Source: an optimization exercise on an open RTL-to-GDS flow (aim: small area and a short achievable clock period). Production flows keep margins and buffers that such runs may drop. At most, simulation tests tie the RTL to the original design; equivalence was not proved.

== main ==
Design fpmul_queue_wrapper, start of the top module:
module fpmul_queue_wrapper #(
  parameter int DW    = 32,
  parameter int DEPTH = 4,
  parameter int CNT_W = $clog2(DEPTH) + 1
) (
  input  logic          Clk,
  input  logic          Rst_n,
  input  logic [2:0]    A,
  input  logic          WE,
  input  logic          RE,
  input  logic [DW-1:0] InData,
  output logic [DW-1:0] OutData,
  output logic          irq,
  output logic          done_sig
);
  localparam int PW = $clog2(DEPTH);
  localparam logic [CNT_W-1:0] FULL = CNT_W'(DEPTH);
  localparam logic [8:0] E_ZERO   = 9'd0;
  localparam logic [8:0] E_ZERO_D = 9'd1;
  localparam logic [8:0] E_NAN_D  = 9'd509;
  localparam logic [8:0] E_INF    = 9'd510;
  localparam logic [8:0] E_NAN    = 9'd511;
  logic wr_opa, wr_opb, wr_ctrl, rd_pop, flush, err_clr;
  logic cmd_full, cmd_empty, res_empty, res_full, cmd_push, cmd_pop, res_push, res_pop;
  logic [DW-1:0]    opa_q, opb_q;
  logic             va_q, vb_q;
  logic             irq_en_q, ovf_q, unf_q;
  logic [PW-1:0]    cmd_rd_q, res_rd_q;
  logic [CNT_W-1:0] cmd_cnt_q, res_cnt_q;
  logic [2:0]       ph_q;
  logic             drop_q;
  assign wr_opa    = WE && (A == 3'd0);
  assign wr_opb    = WE && (A == 3'd1);
  assign wr_ctrl   = WE && (A == 3'd5);
  assign rd_pop    = RE && (A == 3'd2);
  assign flush     = wr_ctrl && InData[1];
  assign err_clr   = wr_ctrl && InData[0];
  assign cmd_full  = (cmd_cnt_q == FULL);
  assign cmd_empty = (cmd_cnt_q == '0);
  assign res_empty = (res_cnt_q == '0);
  assign res_full  = (res_cnt_q == FULL);
  assign cmd_push  = wr_opb && !cmd_full;
  assign res_pop   = rd_pop && !res_empty && !flush;
  assign cmd_pop   = (ph_q == 3'd1) && !flush;
  assign res_push  = (ph_q == 3'd7) && !flush;
  assign irq       = irq_en_q && !res_empty;
  assign done_sig  = res_push;
  logic [7:0]  ea, eb;
  logic [22:0] fa, fb;
  logic        a_z, b_z, a_m, b_m, a_fz, b_fz, nan_r, inf_r, zero_r, dnf;
  logic [8:0]  esum_in;
  logic [55:0] cmd_in;
  assign ea   = opa_q[30:23];
  assign eb   = InData[30:23];
  assign fa   = opa_q[22:0];
  assign fb   = InData[22:0];
  assign a_z  = !va_q || (ea == 8'h00);
  assign b_z  = (eb == 8'h00);
  assign a_m  = va_q && (ea == 8'hFF);
  assign b_m  = (eb == 8'hFF);
  assign a_fz = !va_q || (fa == '0);
  assign b_fz = (fb == '0);
  ...
==> flow/config.mk <==
export PLATFORM = sky130hd
export DESIGN_NAME = fpmul_queue_wrapper
export DESIGN_NICKNAME = fpmul_queue_wrapper
export VERILOG_FILES = /design/flow/design.v
export SDC_FILE = /design/flow/constraint.sdc
export NUM_CORES = 4
export LEC_CHECK = 0
export CAP_MARGIN = 20
export CORE_MARGIN = 2
export CORE_UTILIZATION = 40
export SLEW_MARGIN = 20
export SYNTH_HIERARCHICAL = 1
==> flow/constraint.sdc <==
create_clock -name core_clock -period 12.0 [get_ports {Clk}]
set_input_delay 2.4000 -clock core_clock [delete_from_list [all_inputs] [get_ports {Clk}]]
set_output_delay 2.4000 -clock core_clock [all_outputs]
set_load 0.01 [all_outputs]
standard.sh (not shown) runs the stock make flow with config.mk's settings and CLKGATE_MAP_FILE= SYNTH_SCRIPT=/design/flow/synth_recipe.tcl, a recipe that flattens the netlist after the stock synthesis.
==> flow/flow/run.sh <==
#!/bin/bash
set -euo pipefail
CTS="-sink_clustering_enable -repair_clock_nets -dont_use_dummy_load"
CTS="$CTS -buf_list {sky130_fd_sc_hd__clkbuf_8 sky130_fd_sc_hd__clkbuf_16}"
CTS="$CTS -sink_clustering_size 26 -sink_clustering_max_diameter 110"
bash standard.sh SETUP_SLACK_MARGIN=5.9 "CTS_ARGS=$CTS" \
  "BUFFER_PORTS_ARGS=-buffer_cell sky130_fd_sc_hd__buf_2" finish > standard.log 2>&1
For the feature branch, these inputs were changed with respect to main:
-- flow/flow/run.sh --
<<< main, line 6
bash standard.sh SETUP_SLACK_MARGIN=5.9 "CTS_ARGS=$CTS" \
  "BUFFER_PORTS_ARGS=-buffer_cell sky130_fd_sc_hd__buf_2" finish > standard.log 2>&1
>>> the feature branch, line 6
bash standard.sh SETUP_SLACK_MARGIN=5.9 "CTS_ARGS=$CTS" \
  "BUFFER_PORTS_ARGS=-buffer_cell sky130_fd_sc_hd__buf_1" finish > standard.log 2>&1
## What came out
The feature branch vs. main: upper clock frequency limit picked up an extra about 0.5%, worst-case setup margin in the final layout picked up an extra 31 ps, vias after detailed routing picked up an extra 0.53%. Per the comparison of the feature branch with main, share of the final layout cell area in sequential cells barely changed; delay of the slowest cell on the worst path saw a decrease; routability congestion estimate from global placement did not really move. The feature branch does better than main on clock period minus worst slack.


== build 53 ==
Another version of the RTL of fpmul_queue_wrapper (not shown whole).
Size in the first run: about 1700 cells after synthesis, ~520 flip-flops, about 73 I/O pins, roughly 0.025 sq mm of cells after synthesis.
Design fpmul_queue_wrapper, start of the top module:
module fpmul_queue_wrapper #(
  parameter int DW    = 32,
  parameter int DEPTH = 4,
  parameter int CNT_W = $clog2(DEPTH) + 1
) (
  input  logic          Clk,
  input  logic          Rst_n,
  input  logic [2:0]    A,
  input  logic          WE,
  input  logic          RE,
  input  logic [DW-1:0] InData,
  output logic [DW-1:0] OutData,
  output logic          irq,
  output logic          done_sig
);
clock: 12.0 ns
lec_check: 0
cap_margin: 20
core_margin: 2
core_utilization: 40
setup_slack_margin: 5
slew_margin: 20
run.sh (not shown) runs the stock make flow with config.mk's settings and CLKGATE_MAP_FILE= SYNTH_SCRIPT=/design/flow/synth_recipe.tcl, a recipe that flattens the netlist after the stock synthesis.
Stock flow here: none of the scripts above is used.
--- input diff build 53..build 35 ---
Settings: changing SETUP_SLACK_MARGIN from 5 to 3.
## What came out
The worst-case setup slack after placement in build 35 sits 97 ps above the value recorded for build 53.
Any difference in final cell count between build 53 and build 35 is small enough to ignore.
Compared with build 53, in build 35 synthesis-to-finish area growth decreased by 0.20 points relative to the old numbers, minimum setup slack in the final design decreased by 1050 ps relative to the old numbers, first-pass GRT wire length decreased by about 0.5% relative to the old numbers, routability congestion estimate from global placement increased by about 1.8% relative to the old numbers, number of violations reported at the end of detailed-routing iteration 0 decreased by 62 relative to the old numbers.
For aggregate routed wire length, build 35 and build 53 come out practically identical.
Function was not checked in any run of this note: the RTL went through the layout flow alone.

-- re-timing with driven ports --
The flow's constraints put no driver on any port. The routed layouts listed below were extracted and timed again, unchanged, in two steps.
Step 1: set_driving_cell puts a clkbuf_16 on Clk and a buf_2 on each other input, an assumption about the parent block.
Step 2 times the ports against the registers' clock, not the clock port: input delays grow and output delays shrink by t, the midpoint of the rising clock arrivals with the driver on.
Slacks: ideal / step 1 / step 2; pairs: ideal / step 1.
run | t, ns | setup WS [ns] | hold WS [ns] | worst setup path after step 2
main | 0.615 | 5.932 / 5.901 / 5.901 | 0.478 / 0.478 / 0.478 | input to output
the feature branch | 0.614 | 5.963 / 5.924 / 5.924 | 0.481 / 0.481 / 0.481 | input to output
build 53 | 0.661 | 5.100 / 5.068 / 5.068 | 0.460 / 0.460 / 0.460 | input to output
build 35 | 0.662 | 4.045 / 4.013 / 4.013 | 0.455 / 0.455 / 0.455 | input to output
After both steps every run listed still meets setup and hold. For the feature branch, which loses most, drivers alone change the setup slack by -0.039 ns; drivers and shift together by -0.039 ns.
